Source: an optimization exercise on an open RTL-to-GDS flow (aim: small area, a short achievable clock period and few clock cycles). Production flows keep margins and buffers that such runs may drop. Function was checked by simulation only, so behaviour that the tests miss may differ from the original. Power figures rest on the tool's default switching activity, not on a simulated workload.

==> flow/design.v <==
package tetris_pkg;
    localparam int BOARD_W = 10;
    localparam int BOARD_H = 20;
    typedef logic [3:0] col_t;
    typedef logic [4:0] row_t;
    localparam col_t LAST_COL = col_t'(BOARD_W - 1);
    localparam row_t LAST_ROW = row_t'(BOARD_H - 1);
    localparam logic [23:0] RGB_BORDER     = 24'h808080;
    localparam logic [23:0] RGB_BACKGROUND = 24'h000000;
    function automatic logic [23:0] palette(input logic [2:0] c);
        logic [23:0] rgb;
        case (c)
            3'd0:     rgb = 24'h202020;
            3'd1:     rgb = 24'h00FFFF;
            3'd2:     rgb = 24'hFFFF00;
            3'd3:     rgb = 24'hA000F0;
            3'd4:     rgb = 24'h00F000;
            3'd5:     rgb = 24'hF00000;
            3'd6:     rgb = 24'h0000F0;
            3'd7:     rgb = 24'hF0A000;
            default: rgb = RGB_BACKGROUND;
        endcase
        palette = rgb;
    endfunction
endpackage
module board_bulk_fsm
(
    input  logic clk,
    input  logic reset,
    input  logic i_clr_req,
    input  logic i_shift_req,
    input  logic [4:0] i_shift_row,
    output logic o_busy,
    output logic o_op_done,
    output logic o_wr_ready,
    output logic o_clr_go,
    output logic o_shift_go
);
    logic r_op_done;
    always_comb begin
        o_clr_go   = i_clr_req;
        o_shift_go = !i_clr_req && i_shift_req && (i_shift_row <= tetris_pkg::LAST_ROW);
    end
    always_ff @(posedge clk) begin
        if (reset)
            r_op_done <= 1'b0;
        else
            r_op_done <= o_clr_go || o_shift_go;
    end
    assign o_busy     = 1'b0;
    assign o_wr_ready = 1'b1;
    assign o_op_done  = r_op_done;
endmodule
module tetris_board_renderer
(
    input  logic       CLOCK_50,
    input  logic       reset,
    input  logic [9:0] i_x,
    input  logic [8:0] i_y,
    output logic [7:0] o_r,
    output logic [7:0] o_g,
    output logic [7:0] o_b,
    input  logic       bus_wr_valid,
    output logic       bus_wr_ready,
    input  logic [3:0] bus_wr_col,
    input  logic [4:0] bus_wr_row,
    input  logic [2:0] bus_wr_color,
    input  logic       bus_clr_req,
    input  logic       bus_shift_req,
    input  logic [4:0] bus_shift_row,
    output logic       bus_busy,
    output logic       bus_op_done
);
    localparam int H = tetris_pkg::BOARD_H;
    localparam int W = tetris_pkg::BOARD_W;
    logic w_clr_go, w_shift_go;
    board_bulk_fsm u_bulk_fsm (
        .clk         (CLOCK_50),
        .reset       (reset),
        .i_clr_req   (bus_clr_req),
        .i_shift_req (bus_shift_req),
        .i_shift_row (bus_shift_row),
        .o_busy      (bus_busy),
        .o_op_done   (bus_op_done),
        .o_wr_ready  (bus_wr_ready),
        .o_clr_go    (w_clr_go),
        .o_shift_go  (w_shift_go)
    );
    logic         w_wipe;
    logic [H-1:0] w_sh, w_wdec, w_whit;
    logic [W-1:0] w_chit;
    logic [2:0]   w_color;
    always_comb begin
        w_wipe  = reset || w_clr_go;
        w_color = w_wipe ? 3'd0 : bus_wr_color;
        for (int c = 0; c < W; c++)
            w_chit[c] = w_wipe || (bus_wr_valid && (bus_wr_col == 4'(c)));
        for (int r = 0; r < H; r++) begin
            w_sh[r]   = !reset && w_shift_go && (5'(r) <= bus_shift_row);
            w_wdec[r] = w_wipe || (bus_wr_valid && (bus_wr_row == 5'(r)));
        end
        for (int r = 0; r < H; r++)
            w_whit[r] = (r > 0 && w_sh[r]) ? w_wdec[(r > 0) ? r - 1 : 0]
                                           : (w_wdec[r] && !w_sh[r]);
    end
    logic [H-1:0] r_p_sh, r_p_whit;
    logic [W-1:0] r_p_chit;
    logic [2:0]   r_p_color;
    always_ff @(posedge CLOCK_50) begin
        r_p_sh    <= w_sh;
        r_p_whit  <= w_whit;
        r_p_chit  <= w_chit;
        r_p_color <= w_color;
    end
    logic [2:0] r_cells [H][W];
    logic [2:0] w_next  [H][W];     
    always_comb begin
        for (int r = 0; r < H; r++)
            for (int c = 0; c < W; c++) begin
                if (r_p_whit[r] && r_p_chit[c])
                    w_next[r][c] = r_p_color;
                else if (r_p_sh[r])
                    w_next[r][c] = (r > 0) ? r_cells[(r > 0) ? r - 1 : 0][c] : 3'd0;
                else
                    w_next[r][c] = r_cells[r][c];
            end
    end
    always_ff @(posedge CLOCK_50) begin
        for (int r = 0; r < H; r++)
            for (int c = 0; c < W; c++)
                r_cells[r][c] <= w_next[r][c];
    end
    logic [H:0]   w_ydec;           
    logic [W-1:0] w_xdec;
    logic [H:0]   w_therm;          
    logic         w_in_board, w_in_box;
    always_comb begin
        for (int k = 0; k <= H; k++) begin
            w_ydec[k]  = (k < H) && (i_y[8:2] == 7'(k + 5));
            w_therm[k] = (5'(k) <= bus_shift_row);
        end
        for (int c = 0; c < W; c++)
            w_xdec[c] = (i_x[9:2] == 8'(c + 15));
        w_in_board = (i_x >= 10'd60) && (i_x <= 10'd99) && (i_y >= 9'd20) && (i_y <= 9'd99);
        w_in_box   = (i_x >= 10'd58) && (i_x <= 10'd101) && (i_y >= 9'd18) && (i_y <= 9'd101);
    end
    logic         r_s1_in_board, r_s1_in_frame;
    logic [H-1:0] w_src;
    logic [W-1:0] r_s1_col;
    logic [4:0]   r_s1_yrow;
    logic [2:0]   r_s1_rowdata [W];
    always_comb begin
        for (int r = 0; r < H; r++)
            w_src[r] = (w_ydec[r + 1] && w_shift_go && w_therm[r + 1]) ||
                       (w_ydec[r] && !(w_shift_go && w_therm[r]));
    end
    always_ff @(posedge CLOCK_50) begin
        r_s1_in_board <= w_in_board;
        r_s1_in_frame <= w_in_box && !w_in_board;
        r_s1_col       <= w_xdec;
        r_s1_yrow      <= 5'(i_y[8:2] - 7'd5);
        for (int c = 0; c < W; c++)
            for (int b = 0; b < 3; b++) begin
                logic [H-1:0] t_r;
                for (int r = 0; r < H; r++)
                    t_r[r] = w_next[r][c][b] && w_src[r];
                r_s1_rowdata[c][b] <= |t_r;
            end
    end
    logic [2:0] w_cell;
    logic       w_fwd;
    always_comb begin
        logic [W-1:0] t_c;
        logic [2:0]   rd;
        w_fwd = 1'b0;
        for (int r = 0; r < H; r++)
            w_fwd = w_fwd || (r_s1_yrow == 5'(r) && r_p_whit[r]);
        w_fwd = w_fwd && |(r_s1_col & r_p_chit);
        for (int b = 0; b < 3; b++) begin
            for (int c = 0; c < W; c++)
                t_c[c] = r_s1_rowdata[c][b] && r_s1_col[c];
            rd[b] = |t_c;
        end
        w_cell = w_fwd ? r_p_color : rd;
    end
    logic [23:0] w_rgb;
    logic [3:0]  r_red, r_grn, r_blu;
    always_comb begin
        if (r_s1_in_board)
            w_rgb = tetris_pkg::palette(w_cell);
        else if (r_s1_in_frame)
            w_rgb = tetris_pkg::RGB_BORDER;
        else
            w_rgb = tetris_pkg::RGB_BACKGROUND;
    end
    always_ff @(posedge CLOCK_50) begin
        r_red <= {w_rgb[23], w_rgb[22], w_rgb[21], w_rgb[19]};
        r_grn <= {w_rgb[15], w_rgb[14], w_rgb[13], w_rgb[11]};
        r_blu <= {w_rgb[7],  w_rgb[6],  w_rgb[5],  w_rgb[3]};
    end
    assign o_r = {r_red[3], r_red[2], r_red[1], r_red[2], {4{r_red[0]}}};
    assign o_g = {r_grn[3], r_grn[2], r_grn[1], r_grn[2], {4{r_grn[0]}}};
    assign o_b = {r_blu[3], r_blu[2], r_blu[1], r_blu[2], {4{r_blu[0]}}};
endmodule
clock: 5.5 ns
lec_check: 0
abc_area: 1
cap_margin: 20
core_margin: 2
core_utilization: 55
place_density: 0.65
setup_slack_margin: 3.1
slew_margin: 20
standard.sh (not shown) runs the stock make flow with config.mk's settings and CLKGATE_MAP_FILE= SYNTH_SCRIPT=/design/flow/synth_recipe.tcl, a recipe that flattens the netlist after the stock synthesis.
==> flow/flow/run.sh <==
#!/bin/bash
# Layout flow: the standard flow (standard.sh, all steps, unchanged
# synthesis), except that the port buffers are inserted as
# sky130_fd_sc_hd__buf_4. The default pick is a delay cell
# (clkdlybuf4s50_1), which the footprint-matched resizer cannot later swap
# for a real buffer, so it stays on every input and output path.
# Each tool's full output goes to standard.log in the work folder.
set -euo pipefail
bash standard.sh BUFFER_PORTS_ARGS="-buffer_cell sky130_fd_sc_hd__buf_4" finish > standard.log 2>&1
Testbench counts at the start, summed over its fixed seeds: cycles 11,597.
Change:
--- a/flow/config.mk
+++ b/flow/config.mk
@@ -9,6 +9,8 @@
 export CAP_MARGIN = 20
 export CORE_MARGIN = 2
-export CORE_UTILIZATION = 55
-export PLACE_DENSITY = 0.65
-export SETUP_SLACK_MARGIN = 3.1
+export CORE_UTILIZATION = 60
+export CTS_CLUSTER_DIAMETER = 80
+export CTS_CLUSTER_SIZE = 24
+export PLACE_DENSITY = 0.7
+export SETUP_SLACK_MARGIN = 3.2
 export SLEW_MARGIN = 20
The changed run completed without violations.
Routed wire length came out higher slightly.
Non-clock buffer count went up by 46.
Cell count goes down slightly.
Hold slack is better by 9.2 ps.
Clock-buffer cell count goes down by 69.
Synthesized cell count stays the same.
Setup slack got worse by 25 ps.
Sequential power barely changes.
Change:
==> flow/run.sh (new file) <==
#!/bin/bash
# synth_recipe.tcl (not shown) runs the flow's synth.tcl, then flattens the netlist and writes it again
# the make line also repeats each setting of config.mk as NAME=value (left out here)
make -C /OpenROAD-flow-scripts/flow DESIGN_CONFIG=/design/flow/config.mk WORK_HOME=/design/flow/orfs CLKGATE_MAP_FILE= SYNTH_SCRIPT=/design/flow/synth_recipe.tcl finish
--- a/flow/config.mk
+++ b/flow/config.mk
@@ -9,8 +9,6 @@
 export CAP_MARGIN = 20
 export CORE_MARGIN = 2
-export CORE_UTILIZATION = 60
-export CTS_CLUSTER_DIAMETER = 80
-export CTS_CLUSTER_SIZE = 24
-export PLACE_DENSITY = 0.7
-export SETUP_SLACK_MARGIN = 3.2
+export CORE_UTILIZATION = 55
+export PLACE_DENSITY = 0.65
+export SETUP_SLACK_MARGIN = 3.1
 export SLEW_MARGIN = 20
removed: flow/flow/run.sh
removed: flow/standard.sh
What happened: The changed run passed the timing, DRC and antenna checks. Clock skew went down by 7.6 ps. Non-clock buffer count is lower by 24. Worst hold slack barely changes. Final area came out higher by a few percent. Critical path depth is higher by 1. Total power rises by about a fifth. Core utilization fell by 3.4 points. Global-route usage falls by 3.4 points.
Change:
==> flow/flow/run.sh (new file) <==
#!/bin/bash
# Layout flow: the standard flow (standard.sh, all steps, unchanged
# synthesis), except that the port buffers are inserted as
# sky130_fd_sc_hd__buf_4. The default pick is a delay cell
# (clkdlybuf4s50_1), which the footprint-matched resizer cannot later swap
# for a real buffer, so it stays on every input and output path.
# Each tool's full output goes to standard.log in the work folder.
set -euo pipefail
bash standard.sh BUFFER_PORTS_ARGS="-buffer_cell sky130_fd_sc_hd__buf_4" finish > standard.log 2>&1
==> flow/standard.sh (new file) <==
#!/bin/bash
# synth_recipe.tcl (not shown) runs the flow's synth.tcl, then flattens the netlist and writes it again
# the make line also repeats each setting of config.mk as NAME=value (left out here)
make -C /OpenROAD-flow-scripts/flow DESIGN_CONFIG=/design/flow/config.mk WORK_HOME=/design/flow/orfs CLKGATE_MAP_FILE= SYNTH_SCRIPT=/design/flow/synth_recipe.tcl "${@:-finish}"
--- a/flow/config.mk
+++ b/flow/config.mk
@@ -11,4 +11,4 @@
 export CORE_UTILIZATION = 55
 export PLACE_DENSITY = 0.65
-export SETUP_SLACK_MARGIN = 3.1
+export SETUP_SLACK_MARGIN = 3.4
 export SLEW_MARGIN = 20
removed: flow/run.sh
Critical path depth decreases by 4.
Final cell count increases slightly.
Power decreases slightly.
Area after synthesis is unchanged.
Setup slack gains 8.5 ps.
Sequential share of layout area decreases by 0.96 points.

[port drivers added, routing unchanged]
No port has a modelled driver above. Below, the same layouts with a new extraction and two added sets of constraints. Step 1, drivers: a clkbuf_16 drives CLOCK_50 and a buf_2 each remaining input, both assumed. Step 2 adds t to the input delays and takes it off the output delays; t is the mean of the earliest and latest rising clock arrival at the registers after step 1. Input paths then give back, and output paths get back, about the clock's delay inside the block. Three values: no drivers, after step 1, after step 2; two values: the first two.
run | shift t [ns] | setup WS [ns] | pins driven straight from the clock port
the first run | 0.678 | 3.080 / 3.092 / 2.414 | 1
the second run | 0.668 | 3.055 / 3.067 / 2.399 | 1
the third run | 0.693 | 2.931 / 2.928 / 2.235 | 1
the fourth run | 0.678 | 2.939 / 2.959 / 2.281 | 1
After both steps setup and hold are still met in every run listed. For the third run, which loses most, drivers alone change the setup slack by -0.003 ns; drivers and shift together by -0.696 ns.
